Source: an optimization exercise on an open RTL-to-GDS flow (aim: small area). Production flows keep margins and buffers that such runs may drop.
The RTL was checked by simulation tests, not by an equivalence proof against the original design.
No driver is modelled on the clock port, so clocking that relies on it looks cheaper here than on a real chip.
Power figures rest on the tool's default switching activity, not on a simulated workload.

[design.v]
`timescale 1ns / 1ps
package glpw_pkg;
   typedef enum logic {
      CMD_START    = 1'b0,
      CMD_CONTINUE = 1'b1
   } command_type;
   typedef enum logic [1:0] {
      AXIS_VERTICAL   = 2'd0,
      AXIS_HORIZONTAL = 2'd1,
      AXIS_DIAGONAL   = 2'd2
   } axis_mode_type;
   typedef struct packed {
      logic stop_at_occupant;
      logic info_mode;
      logic pass_through;
   } walk_flags_type;
   typedef struct packed {
      logic projectable;
      logic believed_wall;
      logic occupied;
   } cell_status_type;
   localparam int LEN_W = 8;
   localparam int             CSR_DATA_W          = 32;
   localparam int             CSR_ADDR_W          = 3;
   localparam logic           CSR_IDX_RANGE_LIMIT = 1'b0;
   localparam logic [LEN_W-1:0] RANGE_LIMIT_RESET = 8'd20;
   function automatic int entry_width(input int coord_bits);
      entry_width = 12 + 8 * coord_bits;
   endfunction
endpackage
`timescale 1ns / 1ps
module grid_line_path_walker #(
   parameter int COORD_BITS = 8
) (
   input  logic                  clock,
   input  logic                  reset,
   input  logic                  req_valid,
   output logic                  req_stall,
   input  logic                  req_command,
   input  logic [COORD_BITS-1:0] req_start_y,
   input  logic [COORD_BITS-1:0] req_start_x,
   input  logic [COORD_BITS-1:0] req_end_y,
   input  logic [COORD_BITS-1:0] req_end_x,
   input  logic                  req_pass_through,
   input  logic                  req_info_mode,
   input  logic                  req_stop_at_occupant,
   input  logic                  req_cell_projectable,
   input  logic                  req_cell_believed_wall,
   input  logic                  req_cell_occupied,
   output logic                  rsp_valid,
   input  logic                  rsp_stall,
   output logic [COORD_BITS-1:0] rsp_grid_y,
   output logic [COORD_BITS-1:0] rsp_grid_x,
   output logic                  rsp_grid_valid,
   output logic                  rsp_path_done,
   output logic [glpw_pkg::LEN_W-1:0] rsp_path_length,
   input  logic                  csr_psel,
   input  logic                  csr_penable,
   input  logic                  csr_pwrite,
   input  logic [glpw_pkg::CSR_ADDR_W-1:0] csr_paddr,
   input  logic [glpw_pkg::CSR_DATA_W-1:0] csr_pwdata,
   output logic [glpw_pkg::CSR_DATA_W-1:0] csr_prdata,
   output logic                  csr_pready
);
   localparam int CB = COORD_BITS;
   localparam int LW = glpw_pkg::LEN_W;
   localparam logic [2:0] ST_IDLE = 3'd0;
   localparam logic [2:0] ST_CLR  = 3'd1;
   localparam logic [2:0] ST_S1   = 3'd2;
   localparam logic [2:0] ST_S2   = 3'd3;
   localparam logic [2:0] ST_S3   = 3'd4;
   localparam logic [2:0] ST_C1   = 3'd5;
   localparam logic [2:0] ST_C2   = 3'd6;
   localparam logic [2:0] ST_Z    = 3'd7;
   logic [LW-1:0] rl_ff, rln_ff;
   logic [CB-1:0] y_ff, x_ff;
   logic [LW-1:0] cl_ff;
   logic          vld_ff, gv_ff, dn_ff;
   localparam logic [7:0] POL = 8'b1010_1010;
   logic [CB-1:0] ap_ff, mp_ff, rp_ff, a_ff, m_ff, r_ff;
   logic [LW-1:0] sp_ff, s_ff;
   assign a_ff = ap_ff ^ POL;
   assign m_ff = mp_ff ^ POL;
   assign r_ff = rp_ff ^ POL;
   assign s_ff = sp_ff ^ POL;
   logic [2:0]    ph_ff, st_ff;
   logic          hm_ff, yd_ff, xd_ff, pt_ff, im_ff, so_ff, pk_ff;
   logic          mn_ff, rc_ff, yc_ff, xc_ff, cs_ff, cb_ff, cc_ff;
   assign csr_pready = 1'b1;
   assign csr_prdata = {{(32-LW){1'b0}}, ~(rln_ff | {LW{csr_paddr[2]}})};
   assign rl_ff      = ~rln_ff;
   always_ff @(posedge clock) begin
      if (reset) begin
         rln_ff <= ~glpw_pkg::RANGE_LIMIT_RESET;
      end else if (csr_psel && csr_penable && csr_pwrite && !csr_paddr[2]) begin
         rln_ff <= ~csr_pwdata[LW-1:0];
      end
   end
   logic first, last, idle, walking, stop, open_slot, accept;
   assign first     = (ph_ff == 3'd0);
   assign last      = (ph_ff == 3'd7);
   assign idle      = (st_ff == ST_IDLE);
   assign walking   = gv_ff && !dn_ff;
   assign stop      = (im_ff ? req_cell_believed_wall : !req_cell_projectable)
                      || (so_ff && req_cell_occupied);
   assign open_slot = idle && !vld_ff && last;
   assign accept    = open_slot && req_valid;
   assign req_stall       = !open_slot;
   assign rsp_valid       = vld_ff;
   assign rsp_grid_y      = y_ff;
   assign rsp_grid_x      = x_ff;
   assign rsp_grid_valid  = gv_ff;
   assign rsp_path_done   = dn_ff;
   assign rsp_path_length = cl_ff;
   logic A, M, R, S, Y, X, C, L, A1, M1;
   assign A  = a_ff[0];
   assign M  = m_ff[0];
   assign R  = r_ff[0];
   assign S  = s_ff[0];
   assign Y  = y_ff[0];
   assign X  = x_ff[0];
   assign C  = cl_ff[0];
   assign L  = rl_ff[ph_ff];
   assign A1 = !last && a_ff[1];
   assign M1 = !last && m_ff[1];
   assign R1 = !last && r_ff[1];
   assign S1 = !last && s_ff[1];
   logic ser_a, ser_m, ser_r, ser_s, ser_y, ser_x, ser_c;
   logic n_cc, n_cb, n_mn, n_rc, n_yc, n_xc, n_cs;
   logic n_hm, n_yd, n_xd, n_pk, n_gv, n_dn, n_vld;
   logic [2:0] n_st;
   logic s_clr, s_s1, s_s2, s_s3, s_c1, s_c2, s_z;
   logic same, diag;
   logic rx1, rx2, rc0, rin;
   logic ystep0, xstep0, yin, xin, yzero;
   logic da, dm, bin_y, bin_x, na, nm;
   logic cin, I, sin, SN, cx, cz, bin, n_b, sx1, sx2, sc0, n_sc;
   logic R1, S1;
   assign s_clr = (st_ff == ST_CLR);
   assign s_s1  = (st_ff == ST_S1);
   assign s_s2  = (st_ff == ST_S2);
   assign s_s3  = (st_ff == ST_S3);
   assign s_c1  = (st_ff == ST_C1);
   assign s_c2  = (st_ff == ST_C2);
   assign s_z   = (st_ff == ST_Z);
   assign same = !gv_ff;
   assign diag = !mn_ff;
   always_comb begin
      n_mn  = mn_ff;
      n_hm  = hm_ff;
      n_yd  = yd_ff;
      n_xd  = xd_ff;
      n_pk  = pk_ff;
      n_gv  = gv_ff;
      n_dn  = dn_ff;
      n_vld = vld_ff && rsp_stall;
      n_st  = st_ff;
      rx1 = R;
      rx2 = 1'b0;
      rc0 = 1'b0;
      if (s_s1) begin
         rx1 = A;
         rx2 = !R;
         rc0 = 1'b1;
      end else if (s_s2) begin
         rx1 = 1'b0;
         rx2 = R ^ yd_ff;
         rc0 = yd_ff;
      end else if (s_s3) begin
         rx1 = R1;
         rx2 = S1;
         rc0 = R && S;
      end else if (s_c1) begin
         rx2 = M;
      end else if (s_c2) begin
         rx2 = mn_ff && !A;
         rc0 = mn_ff;
      end
      rin   = first ? rc0 : rc_ff;
      ser_r = rx1 ^ rx2 ^ rin;
      n_rc  = (rx1 && rx2) || (rin && (rx1 ^ rx2));
      I   = first ? !(mn_ff && pk_ff) : ((ph_ff == 3'd1) && mn_ff && pk_ff);
      sx1 = S;
      sx2 = 1'b0;
      sc0 = 1'b0;
      if (s_s1) begin
         sx1 = M;
         sx2 = !S;
         sc0 = 1'b1;
      end else if (s_s2) begin
         sx1 = 1'b0;
         sx2 = S ^ xd_ff;
         sc0 = xd_ff;
      end else if (s_s3) begin
         sx1 = 1'b0;
      end else if (s_c2) begin
         sx2 = I;
      end
      sin   = first ? sc0 : cs_ff;
      SN    = sx1 ^ sx2 ^ sin;
      n_sc  = (sx1 && sx2) || (sin && (sx1 ^ sx2));
      ser_s = SN;
      ystep0 = ((s_s3 || s_c1) && !hm_ff) || (s_c2 && hm_ff && mn_ff);
      xstep0 = (s_s3 && (hm_ff || diag)) || (s_c1 && hm_ff) || (s_c2 && !hm_ff && mn_ff);
      yin    = first ? ystep0 : yc_ff;
      xin    = first ? xstep0 : xc_ff;
      ser_y  = !s_z && (s_s1 ? R : (Y ^ yin));
      ser_x  = !s_z && (s_s1 ? S : (X ^ xin));
      n_yc   = yin && (Y ^ yd_ff);
      n_xc   = xin && (X ^ xd_ff);
      ser_a = s_s3 ? (hm_ff ? S : R) : A;
      ser_m = s_s3 ? (hm_ff ? R : S) : M;
      if (s_s1) begin
         n_gv = (!first && gv_ff) || ser_r || SN;
         if (last) begin
            n_yd = !n_rc;
            n_xd = !n_sc;
         end
      end else if (s_s2) begin
         n_hm = (!ser_r && SN) || (!(ser_r ^ SN) && !first && hm_ff);
         n_mn = (!first && mn_ff) || (ser_r ^ SN);
      end
      cin   = s_c1 && (first || cc_ff);
      ser_c = s_clr ? 1'b0 : s_s3 ? (first && !same) : (C ^ cin);
      n_cs  = n_sc;
      n_cc  = cin && C;
      cx  = s_c1 ? ser_r : SN;
      cz  = s_c1 ? A : L;
      bin = !first && cb_ff;
      n_b = (!cx && cz) || (!(cx ^ cz) && bin);
      n_cb = n_b;
      if (s_c2) n_gv = (first || gv_ff) && !(C ^ A);
      case (st_ff)
         ST_IDLE: begin
            if (accept) begin
               if (req_command == glpw_pkg::CMD_START) begin
                  n_st = ST_S1;
               end else if (walking && !stop) begin
                  n_st = ST_C1;
               end else begin
                  n_st = ST_Z;
               end
            end
         end
         ST_CLR: if (last) n_st = ST_IDLE;
         ST_S1:  if (last) n_st = ST_S2;
         ST_S2:  if (last) n_st = ST_S3;
         ST_S3: begin
            if (last) begin
               n_pk  = diag;
               n_mn  = 1'b0;
               n_st  = same ? ST_Z : ST_C2;
            end
         end
         ST_C1: begin
            if (last) begin
               n_mn = n_rc || !n_b;
               n_st = ST_C2;
            end
         end
         ST_C2: begin
            if (last) begin
               n_pk  = pk_ff ^ mn_ff;
               n_dn  = n_sc || !n_b || (!pt_ff && n_gv);
               n_gv  = 1'b1;
               n_vld = 1'b1;
               n_st  = ST_IDLE;
            end
         end
         default: begin  
            if (last) begin
               n_gv  = 1'b0;
               n_dn  = 1'b1;
               n_vld = 1'b1;
               n_st  = ST_IDLE;
            end
         end
      endcase
   end
   always_ff @(posedge clock) begin
      if (reset) begin
         ph_ff  <= '0;
         st_ff  <= ST_CLR;
         vld_ff <= 1'b0;
         gv_ff  <= 1'b0;
      end else begin
         ph_ff  <= ph_ff + 3'd1;
         st_ff  <= n_st;
         vld_ff <= n_vld;
         gv_ff  <= n_gv;
      end
   end
   always_ff @(posedge clock) begin
      dn_ff  <= n_dn;
      hm_ff  <= n_hm;
      yd_ff  <= n_yd;
      xd_ff  <= n_xd;
      pk_ff  <= n_pk;
      mn_ff  <= n_mn;
      cc_ff  <= n_cc;
      cb_ff  <= n_cb;
      rc_ff  <= n_rc;
      yc_ff  <= n_yc;
      xc_ff  <= n_xc;
      cs_ff  <= n_cs;
      if (accept && req_command == glpw_pkg::CMD_START) begin
         pt_ff <= req_pass_through;
         im_ff <= req_info_mode;
         so_ff <= req_stop_at_occupant;
         ap_ff <= req_end_y ^ POL;
         mp_ff <= req_end_x ^ POL;
         rp_ff <= req_start_y ^ POL;
         sp_ff <= req_start_x ^ POL;
      end else begin
         ap_ff <= {ser_a, a_ff[CB-1:1]} ^ POL;
         mp_ff <= {ser_m, m_ff[CB-1:1]} ^ POL;
         rp_ff <= {ser_r, r_ff[CB-1:1]} ^ POL;
         sp_ff <= {ser_s, s_ff[LW-1:1]} ^ POL;
      end
      if (!idle) begin
         y_ff  <= {ser_y, y_ff[CB-1:1]};
         x_ff  <= {ser_x, x_ff[CB-1:1]};
         cl_ff <= {ser_c, cl_ff[LW-1:1]};
      end
   end
endmodule
[flow/run.sh]
#!/bin/bash
# Standard layout (the standard.sh; standard synthesis unchanged) with
# these changes: each port gets the smallest buffer (buf_1) instead of the
# default port buffer cell; clock tree synthesis adds no dummy loads and its
# buffers are then sized down while every flip-flop clock pin keeps its slew
# under 115 ps (flow/clk_resize.tcl, run as ORFS's POST_CTS_TCL hook); and
# the constant outputs share one tie cell each for 0 and 1 (tie fanout repair
# skipped). make's full output goes to flow_make.log here; ORFS keeps
# per-step logs in orfs/logs.
set -euo pipefail
bash standard.sh \
  "BUFFER_PORTS_ARGS=-buffer_cell sky130_fd_sc_hd__buf_1" \
  "CTS_ARGS=-sink_clustering_enable -repair_clock_nets -dont_use_dummy_load" \
  SKIP_REPAIR_TIE_FANOUT=1 \
  "POST_CTS_TCL=$(pwd)/flow/clk_resize.tcl" \
  finish > flow_make.log 2>&1
[flow/clk_resize.tcl]
proc clk_worst_slew {} {
  estimate_parasitics -placement
  set worst 0
  foreach p [get_pins -hierarchical */CLK] {
    set s [get_property $p slew_max]
    if {$s > $worst} { set worst $s }
  }
  return $worst
}
set limit 0.115
set cands {}
foreach inst [get_cells *] {
  if {[get_property $inst ref_name] eq "sky130_fd_sc_hd__clkbuf_8"} {
    lappend cands $inst
  }
}
set n 0
puts "clk_resize: start worst [clk_worst_slew]"
foreach inst $cands {
  foreach {smaller larger} {sky130_fd_sc_hd__clkbuf_4 sky130_fd_sc_hd__clkbuf_8
                            sky130_fd_sc_hd__clkbuf_2 sky130_fd_sc_hd__clkbuf_4} {
    replace_cell $inst $smaller
    if {[clk_worst_slew] > $limit} {
      replace_cell $inst $larger
      break
    }
    incr n
  }
}
puts "clk_resize: [llength $cands] clkbuf_8, downsized $n, worst [clk_worst_slew]"
[standard.sh]
#!/bin/bash
# synth_recipe.tcl (not shown) runs the flow's synth.tcl, then flattens the netlist and writes it again
# the make line also repeats each setting of config.mk as NAME=value (left out here)
make -C /OpenROAD-flow-scripts/flow DESIGN_CONFIG=/design/flow/config.mk WORK_HOME=/design/flow/orfs CLKGATE_MAP_FILE= SYNTH_SCRIPT=/design/flow/synth_recipe.tcl "${@:-finish}"
[config.mk]
export PLATFORM = sky130hd
export DESIGN_NAME = grid_line_path_walker
export DESIGN_NICKNAME = grid_line_path_walker
export VERILOG_FILES = /design/flow/design.v
export SDC_FILE = /design/flow/constraint.sdc
export NUM_CORES = 4
export LEC_CHECK = 0
export ABC_AREA = 1
export CAP_MARGIN = 20
export CORE_MARGIN = 2
export CORE_UTILIZATION = 55
export SLEW_MARGIN = 20
[constraint.sdc]
create_clock -name core_clock -period 10.5 [get_ports {clock}]
set_input_delay 2.1000 -clock core_clock [delete_from_list [all_inputs] [get_ports {clock}]]
set_output_delay 2.1000 -clock core_clock [all_outputs]
set_load 0.01 [all_outputs]
==> summary.txt <==
==> metrics by stage <==
stage	power (W)	setup WS, ps	area, um^2	util	std cells
after global routing	0.0007753	5715	4090	0.6054	550
after floorplan	0.0005429	5989	3832	-	409
after global placement	0.0005805	5834	4000	0.5920	541
after detailed placement	0.0005854	5793	4000	0.5920	541
final	0.0007265	5789	4090	0.6054	550
==> report_power, final <==
| part | switching (W) | internal (W) |
|---|---|---|
| logic | 0.0000794 | 0.0000508 |
| registers | 0.0000306 | 0.000416 |
| clock network | 0.0000965 | 0.0000534 |
| total | 0.000207 | 0.000520 |
==> area by class of cell <==
| type | count | area (um^2) |
|---|---|---|
| Fill cell | 647 | 2666 |
| Tap cell | 80 | 100.1 |
| Sequential cell | 87 | 2062 |
| Inverter | 42 | 157.7 |
| Timing Repair Buffer | 90 | 337.8 |
| Clock buffer | 9 | 90.09 |
| Multi-Input combinational cell | 242 | 1343 |
==> critical path: cells and delay by family <==
kind | cells | cell delay (ps)
buffers and inverters | 2 | 430
AND/OR/NAND/NOR | 1 | 80
==> per-layer routing <==
layer	global-route usage	routed length [um]
met3	0.04645	497
met5	0	0
met2	0.3354	3501
met4	0.09371	170
met1	0.2752	3364
==> cell usage after synthesis (all sizes together) <==
master  count  share of area
xnor2       4         0.0091
a31o        1         0.0023
a32oi       2         0.0046
mux2i      12          0.031
nor3        3         0.0069
fa          2          0.010
nor2       34          0.037
conb        2         0.0020
o211ai      7          0.014
inv        42          0.041
a22oi       2         0.0039
a21oi      24          0.031
a31oi       2         0.0033
ha          8          0.026
clkbuf      2         0.0020
nand2      65          0.066
nand3      20          0.027
dfxtp      55           0.29
o22ai       2         0.0033
nand4       2         0.0049
o21ai      48          0.064
buf        36          0.069
or2         2         0.0033
edfxtp     32           0.25
==> registers in the layout, summed over array words and instances (netlist names), 3 cells and up <==
name,flops
rp_ff,8
mp_ff,8
ap_ff,8
st_ff,3
x_ff,8
sp_ff,8
rln_ff,8
ph_ff,3
cl_ff,8
y_ff,8
==> logic make-up after synthesis <==
| logic type | count (synthesis) | share of synthesized area |
|---|---|---|
| flip-flops | 87 | 0.5380 |
| adder cells (fa/ha/maj) | 10 | 0.03657 |
| buffers and inverters | 80 | 0.1117 |
| AND/OR/NAND/NOR | 126 | 0.1453 |
| XOR/XNOR | 4 | 0.009140 |
| multiplexers | 12 | 0.03134 |
| other | 2 | 0.001960 |
| AO/OA/AOI/OAI | 88 | 0.1260 |
==> worst max path at each step <==
stage	start	to	slack (ps)	cells past startpoint
6_report	csr_paddr[2]	csr_prdata[4]	5790	3
2_1_floorplan	csr_paddr[2]	csr_prdata[0]	5990	2
5_1_grt	csr_paddr[2]	csr_prdata[1]	5710	3
3_5_place_dp	csr_paddr[2]	csr_prdata[4]	5790	3
3_3_place_gp	csr_paddr[2]	csr_prdata[4]	5830	3
==> out/results.ini <==
[yosys]
yosys_warnings=1
synth-seq-cells=87
seq_area_frac_synth=0.5380
syn-num-nets=500
synth_cells=409
synth.distinct_cells=35
synth_area_um2=3832
synth_area_per_cell_um2=9.370

[route]
wirelength_mm=7.534
antenna_left=0
wire_per_inst_um=13.70
drt_iter0_drc=129
firstDrtPassIters=5
routed_via_density=5.233
vias=2878
drc=0

[worst_hold_path]
hold_depth=1
hp-class=flip-flop to flip-flop
whs_endpoint=ap_ff[5]$_DFF_P_
hp-start=ap_ff[6]$_DFF_P_

[floorplan]
die_width_um=87.48
core-area_um2=6756
ios=142
die_area_um2=7652
num_rows=30
start_util=0.5672
die_h_um=87.48

[sta]
maxSlewViolCount=0
rsz0062_at_grt=false
fin_skew_ps=25.10
post-route-min-period_ps=4711
setup_viol=0
finalHoldViolCount=0
fin_setup_tns_ps=0
clock.fmax_ghz=0.2123
worst-slew-pin-transition_ps=769.5
min_period_over_period=0.4487
holdWs_ps=402.3
relSlewSlack=0.4858

[critical_path]
worstPathRequired_ps=8400
critical_path.max_stage_delay_ps=290
r2r_start=ph_ff[0]$_SDFF_PP0_
cpMaxStageDelayCell=buf_1
path_cells=buf_1 > nor2_1 > buf_1
critical_path_class=input pin to output port
cp-end-kind=output port
crit_top_cell=buf_1
r2r_end=mn_ff$_DFF_P_
r2r_slack_ps=7040
critPathLaunchType=input pin
rr_worst_depth=17
cp_max_fo=9
arrival_ps=2610

[clocking]
insertion_delay_ps=500
clk_pin_slew_ps=100
cts_tree=yes
clkSinkCount=87

[placement]
portBuffers=90
gp_congestion=0.9202
hpwl_mm=5.580

[global_routing]
antenna_found_initial=0
grt_overflow=0
grt_max_degree=36
grt_pass1_wl_mm=12.51
track_usage=0.2106
grt_pass1_vias=2756

[power_and_ir_drop]
ir_worst_vdd_mv=0.1038
power_density_nw_per_um2=177.6
p_leak_nw=1.735

[final_layout]
syn_to_final_growth_pct=6.725
final_cell_mix=buf_1 (90), nand2_1 (61), dfxtp_1 (55)
final_common_cell=buf_1
drive_above_1_share=0.06383
fin_nets=563
n_antenna_cell=0

[run_status]
status=timing/DRC/antenna clean

[flow_run]
maxCapViolCount=0

==> separate check: timing with driven ports <==
No port has a modelled driver above. Below, the same layout with a new extraction and two added sets of constraints.
Step 1 assumes that a clkbuf_16 drives the clock port and a buf_2 every other input.
Step 2 moves the port delays by t, midway between the first and last clock arrival at a register: inputs arrive t later, outputs are due t later. That takes back most of the time a late clock gives input paths.
Slacks: no drivers / after step 1 / after step 2; pairs: no drivers / after step 1.
t (ns): 0.514
setup slack, ns: 5.789 / 5.768 / 5.768
worst setup path after step 2: input to output
slew at the worst register clock pin (ns): 0.10 / 0.10
cell pins on the clock port's net: 1
After both steps this run still meets setup and hold. For this run, drivers alone change the setup slack by -0.021 ns; drivers and shift together by -0.021 ns.
